Background: an optimization exercise with open tools, aiming at small area, a short achievable clock period and few clock cycles per item. Do not read the settings as production practice. Only simulation tests tie the RTL to the original design; equivalence was not proved. Power figures rest on the tool's default switching activity, not on a simulated workload.

[design/flow/design.v]
`default_nettype none
package resizer_pixel_pkg;
   typedef logic [7:0] chan_t;
   typedef struct packed {
      chan_t r;
      chan_t g;
      chan_t b;
   } pixel_t;
   typedef logic [95:0] col_t;    
   typedef logic [383:0] window_t;    
   typedef struct packed {
      logic [31:0] tdata;
   } stream_in_t;
endpackage
`default_nettype wire
`default_nettype none
package resizer_frame_pkg;
   localparam int FRAME_W = 16;
   localparam int FRAME_H = 10;
   localparam int WIN     = 4;       
   typedef logic [3:0]          x_t;
   typedef logic [3:0]          y_t;
   typedef logic [1:0]          slot_t;    
   typedef logic [4:0]          rows_t;    
   typedef enum logic [1:0] {
      WR_IDLE,
      WR_ACCEPT,
      WR_HOLD
   } wr_state_t;
   typedef enum logic [1:0] {
      RD_WAIT,
      RD_PRIME,
      RD_RUN,
      RD_CLEAR
   } rd_state_t;
endpackage
`default_nettype wire
`timescale 1ns/1ns
`default_nettype none
module frame_write_ctrl
(
   input  wire logic       i_clk,
   input  wire logic       i_rstn,
   input  wire logic       i_s_tvalid,
   input  resizer_pixel_pkg::stream_in_t      i_s_tdata,
   output logic            o_s_tready,
   input  resizer_frame_pkg::rows_t           i_rows_retired,
   input  wire logic       i_frame_done,
   output logic            o_wr_en,
   output resizer_frame_pkg::x_t              o_wr_x,
   output resizer_frame_pkg::slot_t           o_wr_slot,
   output resizer_pixel_pkg::pixel_t          o_wr_pixel,
   output logic            o_row_done
);
   resizer_frame_pkg::wr_state_t state;
   resizer_frame_pkg::x_t        wr_x;
   resizer_frame_pkg::y_t        wr_y;
   logic      accept;
   logic      last_x;
   logic      last_y;
   resizer_pixel_pkg::pixel_t    pix;
   assign o_s_tready = (state == resizer_frame_pkg::WR_ACCEPT) &&
                       (resizer_frame_pkg::rows_t'(wr_y) < i_rows_retired + resizer_frame_pkg::rows_t'(resizer_frame_pkg::WIN));
   assign accept     = i_s_tvalid && o_s_tready;
   assign last_x     = (wr_x == resizer_frame_pkg::x_t'(resizer_frame_pkg::FRAME_W - 1));
   assign last_y     = (wr_y == resizer_frame_pkg::y_t'(resizer_frame_pkg::FRAME_H - 1));
   assign pix.r = i_s_tdata.tdata[7:0];
   assign pix.g = i_s_tdata.tdata[15:8];
   assign pix.b = i_s_tdata.tdata[23:16];
   always_ff @(posedge i_clk) begin
      if (!i_rstn) begin
         state <= resizer_frame_pkg::WR_IDLE;
         wr_x  <= '0;
         wr_y  <= '0;
      end else begin
         case (state)
            resizer_frame_pkg::WR_IDLE: begin
               state <= resizer_frame_pkg::WR_ACCEPT;
            end
            resizer_frame_pkg::WR_ACCEPT: begin
               if (accept && last_x && last_y) begin
                  state <= resizer_frame_pkg::WR_HOLD;    
               end
            end
            resizer_frame_pkg::WR_HOLD: begin
               if (i_frame_done) begin
                  state <= resizer_frame_pkg::WR_ACCEPT;
               end
            end
            default: begin
               state <= resizer_frame_pkg::WR_IDLE;
            end
         endcase
         if (accept) begin
            if (last_x) begin
               wr_x <= '0;
               wr_y <= last_y ? '0 : wr_y + 1'b1;
            end else begin
               wr_x <= wr_x + 1'b1;
            end
         end
      end
   end
   always_ff @(posedge i_clk) begin
      if (!i_rstn) begin
         o_wr_en    <= 1'b0;
         o_row_done <= 1'b0;
      end else begin
         o_wr_en    <= accept;
         o_row_done <= accept && last_x;
      end
   end
   always_ff @(posedge i_clk) begin
      if (accept) begin
         o_wr_x     <= wr_x;
         o_wr_slot  <= resizer_frame_pkg::slot_t'(wr_y);
         o_wr_pixel <= pix;
      end
   end
endmodule
`default_nettype wire
`timescale 1ns/1ns
`default_nettype none
module line_store
(
   input  wire logic            i_clk,
   input  wire logic            i_rstn,
   input  wire logic            i_clear,
   input  wire logic            i_wr_en,
   input  resizer_frame_pkg::x_t                   i_wr_x,
   input  resizer_frame_pkg::slot_t                i_wr_slot,
   input  resizer_pixel_pkg::pixel_t               i_wr_pixel,
   input  wire logic            i_row_done,
   input  wire logic            i_rd_en,
   input  resizer_frame_pkg::x_t                   i_rd_x,
   input  logic [7:0]                      i_rd_slots,
   output resizer_pixel_pkg::col_t                 o_rd_col,
   output logic                 o_rd_valid,
   output resizer_frame_pkg::rows_t                o_rows_written
);
   logic [23:0] mem [0:63];    
   always_ff @(posedge i_clk) begin
      if (i_wr_en) begin
         mem[{i_wr_slot, i_wr_x}] <= i_wr_pixel;
      end
   end
   always_ff @(posedge i_clk) begin
      if (i_rd_en) begin
         for (int i = 0; i < resizer_frame_pkg::WIN; i++) begin
            o_rd_col[24*i +: 24] <= mem[{i_rd_slots[2*i +: 2], i_rd_x}];    
         end
      end
   end
   always_ff @(posedge i_clk) begin
      if (!i_rstn) begin
         o_rd_valid <= 1'b0;
      end else begin
         o_rd_valid <= i_rd_en;
      end
   end
   always_ff @(posedge i_clk) begin
      if (!i_rstn || i_clear) begin
         o_rows_written <= '0;
      end else if (i_row_done) begin
         o_rows_written <= o_rows_written + 1'b1;
      end
   end
endmodule
`default_nettype wire
`timescale 1ns/1ns
`default_nettype none
module window_reader
(
   input  wire logic       i_clk,
   input  wire logic       i_rstn,
   input  resizer_frame_pkg::rows_t           i_rows_written,
   output logic            o_rd_en,
   output resizer_frame_pkg::x_t              o_rd_x,
   output logic [7:0]      o_rd_slots,
   input  resizer_pixel_pkg::col_t            i_rd_col,
   input  wire logic       i_rd_valid,
   output logic            o_m_tvalid,
   output resizer_pixel_pkg::window_t         o_m_tdata,
   output logic            o_m_tlast,
   input  wire logic       i_m_tready,
   output resizer_frame_pkg::rows_t           o_rows_retired,
   output logic            o_frame_done
);
   resizer_frame_pkg::rd_state_t state;
   resizer_frame_pkg::y_t        anchor_y;
   resizer_frame_pkg::x_t        col_q;          
   resizer_frame_pkg::rows_t     need_rows;
   logic      last_col;
   logic      last_row;
   logic      want_rd;
   logic      col_avail;
   logic      col_hold;       
   logic      consume;
   logic      m_hs;
   logic      tag_prime;
   logic      tag_row_end;
   logic      tag_last;
   logic      out_row_end;
   resizer_pixel_pkg::window_t   win_q;
   resizer_pixel_pkg::window_t   win_next;
   assign need_rows = (anchor_y > resizer_frame_pkg::y_t'(resizer_frame_pkg::FRAME_H - resizer_frame_pkg::WIN)) ? resizer_frame_pkg::rows_t'(resizer_frame_pkg::FRAME_H) :
                      resizer_frame_pkg::rows_t'(anchor_y) + resizer_frame_pkg::rows_t'(resizer_frame_pkg::WIN);
   assign last_col  = (col_q == resizer_frame_pkg::x_t'(resizer_frame_pkg::FRAME_W - 1));
   assign last_row  = (anchor_y == resizer_frame_pkg::y_t'(resizer_frame_pkg::FRAME_H - 1));
   always_comb begin
      resizer_frame_pkg::rows_t row_y;
      for (int i = 0; i < resizer_frame_pkg::WIN; i++) begin
         row_y = resizer_frame_pkg::rows_t'(anchor_y) + resizer_frame_pkg::rows_t'(i);
         if (row_y > resizer_frame_pkg::rows_t'(resizer_frame_pkg::FRAME_H - 1)) begin
            row_y = resizer_frame_pkg::rows_t'(resizer_frame_pkg::FRAME_H - 1);    
         end
         o_rd_slots[2*i +: 2] = resizer_frame_pkg::slot_t'(row_y);
      end
   end
   always_comb begin
      if (state == resizer_frame_pkg::RD_PRIME) begin
         o_rd_x = col_q;
      end else if (col_q > resizer_frame_pkg::x_t'(resizer_frame_pkg::FRAME_W - resizer_frame_pkg::WIN)) begin
         o_rd_x = resizer_frame_pkg::x_t'(resizer_frame_pkg::FRAME_W - 1);
      end else begin
         o_rd_x = col_q + resizer_frame_pkg::x_t'(resizer_frame_pkg::WIN - 1);
      end
   end
   assign want_rd   = (state == resizer_frame_pkg::RD_PRIME) || (state == resizer_frame_pkg::RD_RUN);
   assign col_avail = i_rd_valid || col_hold;
   assign m_hs      = o_m_tvalid && i_m_tready;
   assign consume   = col_avail && (tag_prime || !o_m_tvalid || i_m_tready);
   assign o_rd_en   = want_rd && (!col_avail || consume);
   always_ff @(posedge i_clk) begin
      if (!i_rstn) begin
         state       <= resizer_frame_pkg::RD_WAIT;
         anchor_y    <= '0;
         col_q       <= '0;
         col_hold    <= 1'b0;
         tag_prime   <= 1'b0;
         tag_row_end <= 1'b0;
         tag_last    <= 1'b0;
      end else begin
         col_hold <= col_avail && !consume;
         if (o_rd_en) begin
            tag_prime   <= (state == resizer_frame_pkg::RD_PRIME);
            tag_row_end <= (state == resizer_frame_pkg::RD_RUN) && last_col;
            tag_last    <= (state == resizer_frame_pkg::RD_RUN) && last_col && last_row;
         end
         case (state)
            resizer_frame_pkg::RD_WAIT: begin
               if (i_rows_written >= need_rows) begin
                  state <= resizer_frame_pkg::RD_PRIME;
               end
            end
            resizer_frame_pkg::RD_PRIME: begin
               if (o_rd_en) begin
                  if (col_q == resizer_frame_pkg::x_t'(resizer_frame_pkg::WIN - 2)) begin
                     state <= resizer_frame_pkg::RD_RUN;
                     col_q <= '0;
                  end else begin
                     col_q <= col_q + 1'b1;
                  end
               end
            end
            resizer_frame_pkg::RD_RUN: begin
               if (o_rd_en) begin
                  if (last_col) begin
                     col_q <= '0;
                     if (last_row) begin
                        state <= resizer_frame_pkg::RD_CLEAR;
                     end else begin
                        anchor_y <= anchor_y + 1'b1;
                        state    <= resizer_frame_pkg::RD_WAIT;
                     end
                  end else begin
                     col_q <= col_q + 1'b1;
                  end
               end
            end
            resizer_frame_pkg::RD_CLEAR: begin
               if (o_frame_done) begin
                  anchor_y <= '0;
                  state    <= resizer_frame_pkg::RD_WAIT;
               end
            end
            default: begin
               state <= resizer_frame_pkg::RD_WAIT;
            end
         endcase
      end
   end
   always_comb begin
      win_next[96*(resizer_frame_pkg::WIN-1) +: 96] = i_rd_col;
      for (int j = 0; j < resizer_frame_pkg::WIN - 1; j++) begin
         win_next[96*j +: 96] = win_q[96*(j + 1) +: 96];
      end
   end
   always_ff @(posedge i_clk) begin
      if (consume) begin
         win_q <= win_next;
         if (!tag_prime) begin
            o_m_tdata <= win_next;
         end
      end
   end
   always_ff @(posedge i_clk) begin
      if (!i_rstn) begin
         o_m_tvalid   <= 1'b0;
         o_m_tlast    <= 1'b0;
         out_row_end  <= 1'b0;
         o_frame_done <= 1'b0;
      end else begin
         if (consume && !tag_prime) begin
            o_m_tvalid  <= 1'b1;
            o_m_tlast   <= tag_last;
            out_row_end <= tag_row_end;
         end else if (m_hs) begin
            o_m_tvalid  <= 1'b0;
            o_m_tlast   <= 1'b0;
            out_row_end <= 1'b0;
         end
         o_frame_done <= m_hs && o_m_tlast;
      end
   end
   always_ff @(posedge i_clk) begin
      if (!i_rstn || o_frame_done) begin
         o_rows_retired <= '0;
      end else if (m_hs && out_row_end) begin
         o_rows_retired <= o_rows_retired + 1'b1;
      end
   end
endmodule
`default_nettype wire
`timescale 1ns/1ns
`default_nettype none
module bicubic_window_gen
(
   input  wire logic       i_clk,
   input  wire logic       i_rstn,
   input  wire logic       i_s_tvalid,
   input  resizer_pixel_pkg::stream_in_t      i_s_tdata,
   output logic            o_s_tready,
   output logic            o_m_tvalid,
   output resizer_pixel_pkg::window_t         o_m_tdata,
   output logic            o_m_tlast,
   input  wire logic       i_m_tready
);
   logic            wr_en;
   resizer_frame_pkg::x_t              wr_x;
   resizer_frame_pkg::slot_t           wr_slot;
   resizer_pixel_pkg::pixel_t          wr_pixel;
   logic            row_done;
   resizer_frame_pkg::rows_t           rows_written;
   resizer_frame_pkg::rows_t           rows_retired;
   logic            frame_done;
   logic            rd_en;
   resizer_frame_pkg::x_t              rd_x;
   logic [7:0]      rd_slots;    
   resizer_pixel_pkg::col_t            rd_col;
   logic            rd_valid;
   frame_write_ctrl u_write (
      .i_clk          (i_clk),
      .i_rstn         (i_rstn),
      .i_s_tvalid     (i_s_tvalid),
      .i_s_tdata      (i_s_tdata),
      .o_s_tready     (o_s_tready),
      .i_rows_retired (rows_retired),
      .i_frame_done   (frame_done),
      .o_wr_en        (wr_en),
      .o_wr_x         (wr_x),
      .o_wr_slot      (wr_slot),
      .o_wr_pixel     (wr_pixel),
      .o_row_done     (row_done)
   );
   line_store u_lines (
      .i_clk          (i_clk),
      .i_rstn         (i_rstn),
      .i_clear        (frame_done),    
      .i_wr_en        (wr_en),
      .i_wr_x         (wr_x),
      .i_wr_slot      (wr_slot),
      .i_wr_pixel     (wr_pixel),
      .i_row_done     (row_done),
      .i_rd_en        (rd_en),
      .i_rd_x         (rd_x),
      .i_rd_slots     (rd_slots),
      .o_rd_col       (rd_col),
      .o_rd_valid     (rd_valid),
      .o_rows_written (rows_written)
   );
   window_reader u_reader (
      .i_clk          (i_clk),
      .i_rstn         (i_rstn),
      .i_rows_written (rows_written),
      .o_rd_en        (rd_en),
      .o_rd_x         (rd_x),
      .o_rd_slots     (rd_slots),
      .i_rd_col       (rd_col),
      .i_rd_valid     (rd_valid),
      .o_m_tvalid     (o_m_tvalid),
      .o_m_tdata      (o_m_tdata),
      .o_m_tlast      (o_m_tlast),
      .i_m_tready     (i_m_tready),
      .o_rows_retired (rows_retired),
      .o_frame_done   (frame_done)
   );
endmodule
`default_nettype wire
[design/flow/run.sh]
#!/bin/bash
# synth_recipe.tcl (not shown) runs the flow's synth.tcl, then flattens the netlist and writes it again
# the make line also repeats each setting of config.mk as NAME=value (left out here)
make -C /OpenROAD-flow-scripts/flow DESIGN_CONFIG=/design/flow/config.mk WORK_HOME=/design/flow/orfs CLKGATE_MAP_FILE= SYNTH_SCRIPT=/design/flow/synth_recipe.tcl finish
[design/flow/config.mk]
export PLATFORM = sky130hd
export DESIGN_NAME = bicubic_window_gen
export DESIGN_NICKNAME = bicubic_window_gen
export VERILOG_FILES = /design/flow/design.v
export SDC_FILE = /design/flow/constraint.sdc
export NUM_CORES = 4
export LEC_CHECK = 0
export CAP_MARGIN = 20
export CORE_MARGIN = 6
export CORE_UTILIZATION = 40
export SLEW_MARGIN = 20
[design/flow/constraint.sdc]
create_clock -name core_clock -period 5.5 [get_ports {i_clk}]
set_input_delay 1.1000 -clock core_clock [delete_from_list [all_inputs] [get_ports {i_clk}]]
set_output_delay 1.1000 -clock core_clock [all_outputs]
set_load 0.01 [all_outputs]
==> run summary <==
- The run finished with no timing, DRC or antenna violations.
- During I/O placement, the number of pins put on the boundary was 423.
- The post-synthesis cell count is 5220.
- After detailed routing, the average wire length per cell comes to about 27 µm.
- The final-report hold violation count is 0.
- The top flip-flop cell by instance count after synthesis is sky130_fd_sc_hd__edfxtp_1.
- Counting flops with an async set or reset pin after synthesis yields a share of 0%.
- In this run, synthesis produced a sequential element count of 2375.
- The cell row count is 172.
- The first TritonRoute pass finished after 6 iterations.
- The final routed DRC violation total is 0.
- The net load switching power is 12.56 mW.
- The routed layout has 50331 vias.
- The count of synthesis-stage warnings from yosys is 3.
- The clock share of power is 34.1%.
- TritonCTS built the clock tree.
- In this run, the combinational gates consume 18.1% of the power.
- The number of different library cells used by synthesis comes to 67.
- The first global-routing pass estimated 338800 µm of wire.
- The time the final worst path needs with I/O delays and setup is 4.793 ns.
- Global routing consumed, over all layers together, 19.74% of the routing resources.
- The clock tree root driver cell is sky130_fd_sc_hd__clkbuf_16.
- The timing startpoint of the critical path is u_reader.col_q[1].
- The final number of max-transition violations is 0.
- Buffers added to address setup during post-CTS repair amount to 0.
- The half-perimeter wire length of the detailed placement result is 143000 µm.
- The number of cells in the finished layout apart from fillers is between 8000 and 9000.
- The clock slew at the register clock pins of the worst setup and hold paths is 0.07 ns.
- The kind of end point of the critical path is a flop.
- The number of nets in the finished design is 5782.
- The number of gates resized after CTS was 0.
- Summing all flip-flop and latch instances after layout gives 70910 µm².
- The largest net degree at the start of global routing is 111.
- CTS built an H-tree with a depth of 4.
- Setup repair after global routing left no endpoint under its margin.
- The number of violations reported at the end of detailed-routing iteration 0 is 5626.
- The die boundary width is 482.7 µm.
- The number of port buffers is around 410.
- The remaining global-route overflow is 0.
- The die covers 233000 µm².
- The number of flops mapped to enable cells by yosys is 2334.
- The required time of the worst setup path is 6.03 ns.
- The critical path is of the reg2reg type.
- The post-synthesis cell area is 88610 µm².
- The detailed-route wire length is 237900 µm.
- The switching share of total power is 28.05%.
- For this design the static power due to leakage is 34.46 nW.
- The worst hold path belongs to the class reg2reg.
- The cell-internal power is 32.21 mW.
- The clock reaches the later pin of the worst-skew pair after between 0.8 and 0.9 ns.
- Using the TritonRoute via totals, the vias-per-cell ratio works out to 5.667.
- Clock tree synthesis found a total of 2375 sinks.
- Setup violations remaining at the end of the flow were counted as 0.
- The remaining antenna violation count is 0.
- VDD sags by at most 0.0003427 V.
- The startpoint identified for the worst register-to-register timing path is u_reader.col_q[1].
- The number of hold buffers added after cts is 0.
- The average size of a mapped cell is 16.98 µm².
- For the final routed database, the setup TNS stands at 0 ns.
- The placed instance count is 8448.
- The power per standard cell area is 428.2 nW/µm².
- The vertical die dimension is 482.7 µm.
- The worst setup path is launched from a flop.
- The relative slew slack is 17.52%.
- The net count after synthesis is 5283.
- For this run, the top clock speed supported by timing is 208.6 MHz.
- In this run the most critical hold path is launched from u_reader.win_q[166].
- From synthesis to final layout, the design area changed by 17.98%.
- Dividing the final minimum period by the clock period gives 87.15%.
- For flop-to-flop paths, the worst setup slack is 0.71 ns.
- The longest clock path from root to sink contains 3 buffers.
- Fill cells in the final layout number 18412.
- The via count of the first global-routing pass is 48308.
- The clock arrives with 0.06981 ns of skew.
- Counting the buffers created by CTS gives 227.
- The share of synthesized area occupied by flip-flops and latches is between 80% and 90%.
- The share of post-route cells with drive strength above 1 is 10.79%.
- The initial antenna violation count is 4.
- At the end of routability-driven placement, the weighted congestion stood at 0.8132.
- The tool flagged a number of max-cap violations equal to 0.
- Sequential cells account for a little under half of the total power.
- Summing all multi-input logic gate instances after layout gives 15910 µm².
- The arrival time at the worst endpoint is 5.33 ns.
- The area of the placeable core is 219900 µm².
- The initial utilization of the core area, before any placement, comes to 40.29%.
- Along the worst path, the maximum fanout reaches 52.
- At the pin with the least slew margin, the transition time is between 1 and 1.5 ns.
## synth_stat cells, types with 5 or more instances
master,instances,area [µm²]
sky130_fd_sc_hd__edfxtp_1,2334,70090
sky130_fd_sc_hd__nand2_1,513,1926
sky130_fd_sc_hd__a21oi_1,405,2027
sky130_fd_sc_hd__a221oi_1,344,3013
sky130_fd_sc_hd__mux2i_1,249,2492
sky130_fd_sc_hd__clkbuf_1,151,566.8
sky130_fd_sc_hd__nor2_1,145,544.3
sky130_fd_sc_hd__buf_2,115,575.6
sky130_fd_sc_hd__nand4_1,108,675.7
sky130_fd_sc_hd__o211ai_1,104,780.8
sky130_fd_sc_hd__inv_1,96,360.4
sky130_fd_sc_hd__o22ai_1,96,600.6
sky130_fd_sc_hd__buf_4,63,473.0
sky130_fd_sc_hd__a32o_1,50,500.5
sky130_fd_sc_hd__or4_1,47,352.8
sky130_fd_sc_hd__dfxtp_1,41,820.8
sky130_fd_sc_hd__nor3_1,34,170.2
sky130_fd_sc_hd__a211oi_1,28,210.2
sky130_fd_sc_hd__a31oi_1,28,175.2
sky130_fd_sc_hd__a32oi_1,27,236.5
sky130_fd_sc_hd__ha_1,27,337.8
sky130_fd_sc_hd__o2bb2ai_1,22,192.7
sky130_fd_sc_hd__nand3_1,18,90.09
sky130_fd_sc_hd__nor3b_2,18,225.2
sky130_fd_sc_hd__buf_1,14,52.55
sky130_fd_sc_hd__xor2_1,13,113.9
sky130_fd_sc_hd__nor2b_1,12,75.07
sky130_fd_sc_hd__o21ai_0,12,60.06
sky130_fd_sc_hd__nand2b_1,11,68.82
sky130_fd_sc_hd__buf_6,10,112.6
sky130_fd_sc_hd__a221o_1,7,70.07
sky130_fd_sc_hd__o21a_1,6,45.04
sky130_fd_sc_hd__a21o_1,5,37.54
sky130_fd_sc_hd__and3_1,5,31.28
sky130_fd_sc_hd__nand3b_1,5,37.54
sky130_fd_sc_hd__nor3b_1,5,37.54
sky130_fd_sc_hd__or3_1,5,31.28
## final cells by class
class / count / area share (%)
inverter: 98 / 0.3543
sequential: 2375 / 67.83
antenna: 9 / 0.02154
clock buffer: 281 / 5.628
clock inverter: 144 / 1.421
timing repair buffer: 624 / 5.987
multi-input combinational: 2393 / 15.22
tap: 2958 / 3.540
## state kept, by name, summed over array words and instances (netlist names), 2 cells and up
name	cells
u_lines.mem	1536
u_lines.o_rd_col	96
u_lines.o_rows_written	5
u_reader.anchor_y	4
u_reader.col_q	4
u_reader.o_m_tdata	384
u_reader.o_rows_retired	5
u_reader.state	2
u_reader.win_q	288
u_write.o_wr_pixel	24
u_write.o_wr_slot	2
u_write.o_wr_x	4
u_write.state	2
u_write.wr_x	4
u_write.wr_y	4
## path summary, 6_finish.rpt
path,end,cells after the start
setup / recovery,u_lines.o_rd_col[34],12
hold / removal,u_reader.o_m_tdata[70],0
setup reg to reg,u_lines.o_rd_col[34],12
hold reg to reg,u_reader.o_m_tdata[70],0
## per-stage QoR
stage	hold WS (ns)	power [mW]	utilization (%)	area (µm²)	setup slack [ns]
2_1_floorplan	0.4003	26.62	-	88640	-5.174
3_3_place_gp	0.4007	29.70	44.17	97140	0.9983
3_5_place_dp	0.4045	29.86	44.17	97140	0.8693
4_1_cts	0.3955	45.04	47.52	104500	0.8578
5_1_grt	0.4083	46.34	47.52	104500	0.6619
6_report	0.4010	44.76	47.53	104500	0.7065
## cells by family (layout without fill, tap and decap cells)
logic type | count (synthesis) | count (layout) | synth area share [%]
xor gates and xnor gates | 16 | 16 | 0.1582
muxes | 249 | 249 | 2.813
and+or+nand+nor | 944 | 944 | 4.973
buffers and inverters | 452 | 1147 | 2.430
adders and majority gates | 27 | 27 | 0.3812
AOI/OAI and AO/OA | 1156 | 1156 | 9.218
other | 1 | 10 | 0.004232
DFF | 2375 | 2375 | 80.02
## worst max-delay path: stages, from the launching register on
cell,delay [ns]
sky130_fd_sc_hd__dfxtp_1,0.57
sky130_fd_sc_hd__inv_1,0.13
sky130_fd_sc_hd__ha_1,0.35
sky130_fd_sc_hd__or2_4,0.48
sky130_fd_sc_hd__nand3_4,0.56
sky130_fd_sc_hd__buf_12,0.39
sky130_fd_sc_hd__buf_12,0.22
sky130_fd_sc_hd__buf_12,0.20
sky130_fd_sc_hd__a21oi_1,0.15
sky130_fd_sc_hd__a32o_1,0.17
sky130_fd_sc_hd__o22ai_1,0.09
sky130_fd_sc_hd__nor3_1,0.77
sky130_fd_sc_hd__a221oi_1,0.27
## metal layers
metal  global-route usage, %  share of wire [%]
met3                   3.681                8.5
met4                   5.970                2.9
met2                   32.30                 47
met5                       0             0.0050
met1                   27.08                 41
## power by group through the flow
| stage | Clock, mW | Sequential [mW] | Combinational, mW |
|---|---|---|---|
| 4_1_cts | 15.5 | 21.4 | 8.09 |
| 3_5_place_dp | 0 | 21.8 | 8.07 |
| 5_1_grt | 16.3 | 21.4 | 8.63 |
| 3_3_place_gp | 0 | 21.8 | 7.94 |
| 6_report | 15.3 | 21.4 | 8.11 |
| 2_1_floorplan | 0 | 21.9 | 4.67 |
## placed cells by master, fill, tap and decap left out, types with 12 or more instances in the layout
master,instances
sky130_fd_sc_hd__clkbuf_1,54
sky130_fd_sc_hd__dfxtp_1,41
sky130_fd_sc_hd__inv_1,95
sky130_fd_sc_hd__mux2i_1,249
sky130_fd_sc_hd__clkinv_1,62
sky130_fd_sc_hd__o21ai_0,12
sky130_fd_sc_hd__a221oi_1,344
sky130_fd_sc_hd__a32oi_1,27
sky130_fd_sc_hd__clkinv_2,40
sky130_fd_sc_hd__buf_12,43
sky130_fd_sc_hd__a211oi_1,28
sky130_fd_sc_hd__a32o_1,50
sky130_fd_sc_hd__o2bb2ai_1,22
sky130_fd_sc_hd__or4_1,47
sky130_fd_sc_hd__a31oi_1,28
sky130_fd_sc_hd__xor2_1,13
sky130_fd_sc_hd__a21oi_1,402
sky130_fd_sc_hd__nor2_1,76
sky130_fd_sc_hd__o211ai_1,104
sky130_fd_sc_hd__o22ai_1,95
sky130_fd_sc_hd__nor3_1,31
sky130_fd_sc_hd__bufinv_16,19
sky130_fd_sc_hd__nand3_1,17
sky130_fd_sc_hd__clkdlybuf4s50_1,414
sky130_fd_sc_hd__buf_4,167
sky130_fd_sc_hd__clkbuf_16,227
sky130_fd_sc_hd__nor3b_2,18
sky130_fd_sc_hd__nand4_1,108
sky130_fd_sc_hd__ha_1,27
sky130_fd_sc_hd__nor2_2,58
sky130_fd_sc_hd__edfxtp_1,2334
sky130_fd_sc_hd__nand2_1,511
Testbench counts, summed over its fixed seeds: cycles 12,224, windows 5,120.

==> re-timing with driven ports <==
In the flow no input, the clock included, has a driving cell. The finished layout below was timed again as built, in two steps.
Step 1: set_driving_cell puts a clkbuf_16 on i_clk and a buf_2 on each other input, an assumption about the parent block.
Step 2 also shifts input and output timing later by t, the mid clock arrival at the registers, as if the neighbouring blocks saw the same clock.
Slacks: ideal / step 1 / step 2; pairs: ideal / step 1.
shift t [ns]: 0.942
setup WS [ns]: 0.707 / 0.707 / 0.707
clock arrival spread, ns: 0.075 / 0.075
After both steps this run still meets setup and hold. The setup slack of this run moves by 0.000 ns with the drivers and by 0.000 ns with both steps.
